What follows belongs to an exercise in optimizing a design on an open flow for small area, a short achievable clock period and few clock cycles; a production flow would make more cautious choices.
The RTL was checked by simulation tests, not by an equivalence proof against the original design.
No activity file was given, so power comes from the tool's default toggle rates.

## build 60
// dcache_controller
module dcache_controller (
   input  logic         CLK,
   input  logic         RESET_N,
   input  logic         CPU_READ,
   input  logic         CPU_WRITE,
   input  logic [31:0]  CPU_ADDRESS,
   input  logic [31:0]  CPU_WRITEDATA,
   output logic [31:0]  CPU_READDATA,
   output logic         CPU_BUSYWAIT,
   output logic         MEM_READ,
   output logic         MEM_WRITE,
   output logic [27:0]  MEM_ADDRESS,
   output logic [127:0] MEM_WRITEDATA,
   input  logic [127:0] MEM_READDATA,
   input  logic         MEM_BUSYWAIT
);
   logic [7:0][127:0] data_q;
   logic [7:0][24:0]  tag_q;
   logic [7:0]        valid_q;
   logic [7:0]        dirty_q;
   logic              req_old_q;
   logic [24:0]  addr_tag;
   logic [2:0]   addr_idx;
   logic [1:0]   addr_word;
   logic         access;
   logic [24:0]  line_tag;
   logic [127:0] line_data;
   logic         line_valid;
   logic         line_dirty;
   logic [7:0]   line_hit;
   logic         hit;
   logic         mem_done;
   logic         fill;
   logic         wb_done;
   logic         store_hit;
   logic [127:0] line_in;
   logic         unused_addr_bits;
   assign addr_tag         = CPU_ADDRESS[31:7];
   assign addr_idx         = CPU_ADDRESS[6:4];
  ...
For scale: about 3000 cells after synthesis, ~1200 flip-flops, ~390 I/O pins, roughly 0.053 mm² of cells after synthesis.
export LEC_CHECK = 0
export CAP_MARGIN = 20
export CORE_MARGIN = 2
export CORE_UTILIZATION = 50
export PLACE_DENSITY = 0.6
export SETUP_SLACK_MARGIN = 3.5
export SLEW_MARGIN = 20
create_clock -name core_clock -period 9.0 [get_ports {CLK}]
standard.sh (not shown) runs the stock make flow with config.mk's settings and CLKGATE_MAP_FILE= SYNTH_SCRIPT=/design/flow/synth_recipe.tcl, a recipe that flattens the netlist after the stock synthesis.
==> flow/flow/run.sh <==
#!/bin/bash
# Standard layout, with plain buffers on the ports (instead of delay cells), resizing free to
# change a cell's footprint, and a clock tree of smaller buffers without dummy loads.
# Every tool's output goes to a log file in this folder.
set -euo pipefail
export BUFFER_PORTS_ARGS="-buffer_cell sky130_fd_sc_hd__buf_2"
export CTS_ARGS="-sink_clustering_enable -repair_clock_nets -dont_use_dummy_load -root_buf sky130_fd_sc_hd__clkbuf_16 -buf_list {sky130_fd_sc_hd__clkbuf_4 sky130_fd_sc_hd__clkbuf_8}"
bash standard.sh MATCH_CELL_FOOTPRINT=0 finish > standard.log 2>&1
Build 60: PASS, flow complete, no timing, DRC or antenna violations
Testbench counts of build 60, summed over its fixed seeds: cycles 72,898.
Inputs modified between build 60 and build 69:
==> flow/flow/run.sh <==
#!/bin/bash
# Standard layout, with plain buffers on the ports (instead of delay cells) and resizing free to
# change a cell's footprint. Every tool's output goes to a log file in this folder.
set -euo pipefail
export BUFFER_PORTS_ARGS="-buffer_cell sky130_fd_sc_hd__buf_2"
bash standard.sh MATCH_CELL_FOOTPRINT=0 finish > standard.log 2>&1
- Build 69 packs its core tighter than build 60.
- sky130_fd_sc_hd__o41ai_2 as the critical-path cell with the highest stage delay was reported by build 60, and sky130_fd_sc_hd__nor4_4 by build 69.
- Diff build 60 -> build 69: count of placed standard cells in the final layout, fillers left out shows an increase of 35; count of clock-buffer cells in the layout went down by 32.
- Number of setup violations in the final report: build 69 vs build 60 — no meaningful difference
- On build 69: overall power of the completed layout is about 13% higher than what build 60 gave.
- On overall via count from detail_route, build 60 and build 69 are neck and neck.
- Reported for build 60 and build 69, critical path depth turned out identical to the last digit.
- In the reports for build 60 and build 69, the larger cell area after layout belongs to build 69.
- Comparing build 60 and build 69, leakage power summed over all cells is higher on build 69.
- Between build 69 and build 60, it is build 69 whose hold slack is lower, by 4.0 ps.
Modified inputs, build 96 compared to build 69
==> flow/run.sh (new file) <==
#!/bin/bash
# synth_recipe.tcl (not shown) runs the flow's synth.tcl, then flattens the netlist and writes it again
# the make line also repeats each setting of config.mk as NAME=value (left out here)
make -C /OpenROAD-flow-scripts/flow DESIGN_CONFIG=/design/flow/config.mk WORK_HOME=/design/flow/orfs CLKGATE_MAP_FILE= SYNTH_SCRIPT=/design/flow/synth_recipe.tcl finish
removed: flow/flow/run.sh
removed: flow/standard.sh
==> comparison <==
Changes observed in build 96 relative to build 69: net switching component of the power shrank by about 0.7%, switching fraction of total power held steady, utilization grew by 2.1 points. In the reports for build 96 and build 69, the larger hold slack belongs to build 69. Final cycle utilization of the critical path essentially unchanged between build 69 and build 96. Clock-buffer cell count: build 96 < build 69. Detailed route, build 96 vs build 69: via total lower for build 96. Build 96 ended up with CPU_ADDRESS[19] as its startpoint of the most critical setup path; build 69 ended up with CPU_ADDRESS[8]. Average wire per cell in the routed design in build 96 is about 1.4% lower than in build 69. As far as number of clock sinks seen by CTS goes, build 69 and build 96 are indistinguishable; the numbers are identical. Re met3 capacity usage during global routing: build 96 is 0.44 points up on build 69.
Input changes introduced in build 88 (baseline for comparison: build 96):
- PLACE_DENSITY now 0.75, was 0.6
- TNS_END_PERCENT now 30, previously not set
- SETUP_SLACK_MARGIN now 3.4, was 3.5
- CORE_UTILIZATION now 65, was 50
==> flow/flow/run.sh (new file) <==
#!/bin/bash
# Standard layout, with plain buffers on the ports (instead of delay cells), resizing free to
# change a cell's footprint, and a clock tree of fewer, smaller buffers without dummy loads.
# Every tool's output goes to a log file in this folder.
set -euo pipefail
export BUFFER_PORTS_ARGS="-buffer_cell sky130_fd_sc_hd__buf_1"
export CTS_ARGS="-sink_clustering_enable -repair_clock_nets -dont_use_dummy_load -root_buf sky130_fd_sc_hd__clkbuf_16 -buf_list {sky130_fd_sc_hd__clkbuf_8} -sink_clustering_size 16 -sink_clustering_max_diameter 60"
bash standard.sh MATCH_CELL_FOOTPRINT=0 finish > standard.log 2>&1
==> flow/standard.sh (new file) <==
#!/bin/bash
# synth_recipe.tcl (not shown) runs the flow's synth.tcl, then flattens the netlist and writes it again
# the make line also repeats each setting of config.mk as NAME=value (left out here)
make -C /OpenROAD-flow-scripts/flow DESIGN_CONFIG=/design/flow/config.mk WORK_HOME=/design/flow/orfs CLKGATE_MAP_FILE= SYNTH_SCRIPT=/design/flow/synth_recipe.tcl "${@:-finish}"
removed: flow/run.sh
==> summary.txt <==
Diff build 96 -> build 88: power after layout fell by 21%; shortest clock period the worst path allows after layout shows an increase of 66 ps; clock-buffer cell count moved down. [compare] base=build 96 new=build 88: share of total power consumed by net switching up 0.73 points, worst-skew pair later-pin latency down 90 ps, worst-case headroom to the max-slew limit down 4.8 points.

[what the ideal ports hide]
The flow's constraints put no driver on any port. The routed layouts listed below were extracted and timed again, unchanged, in two steps.
Step 1 (the two cells are an assumption about what drives the block):
set clk [get_ports {CLK}]
set_driving_cell -lib_cell sky130_fd_sc_hd__clkbuf_16 $clk
set_driving_cell -lib_cell sky130_fd_sc_hd__buf_2 [delete_from_list [all_inputs] $clk]
Step 2 also shifts input and output timing later by t, the mid clock arrival at the registers, as if the neighbouring blocks saw the same clock.
Three values: no drivers, after step 1, after step 2; two values: the first two.
run | t (ns) | slack for setup (ns) | worst setup path after step 2 | pins driven straight from the clock port
build 60 | 0.791 | 3.283 / 2.872 / 2.543 | input to register | 1
build 69 | 0.814 | 3.269 / 2.860 / 2.564 | input to register | 1
build 96 | 0.809 | 3.270 / 2.842 / 2.397 | input to register | 1
build 88 | 0.693 | 3.204 / 2.933 / 2.328 | input to register | 1
After both steps every run listed still meets setup and hold. The setup slack of build 88, which loses most, moves by -0.271 ns with the drivers and by -0.876 ns with both steps.
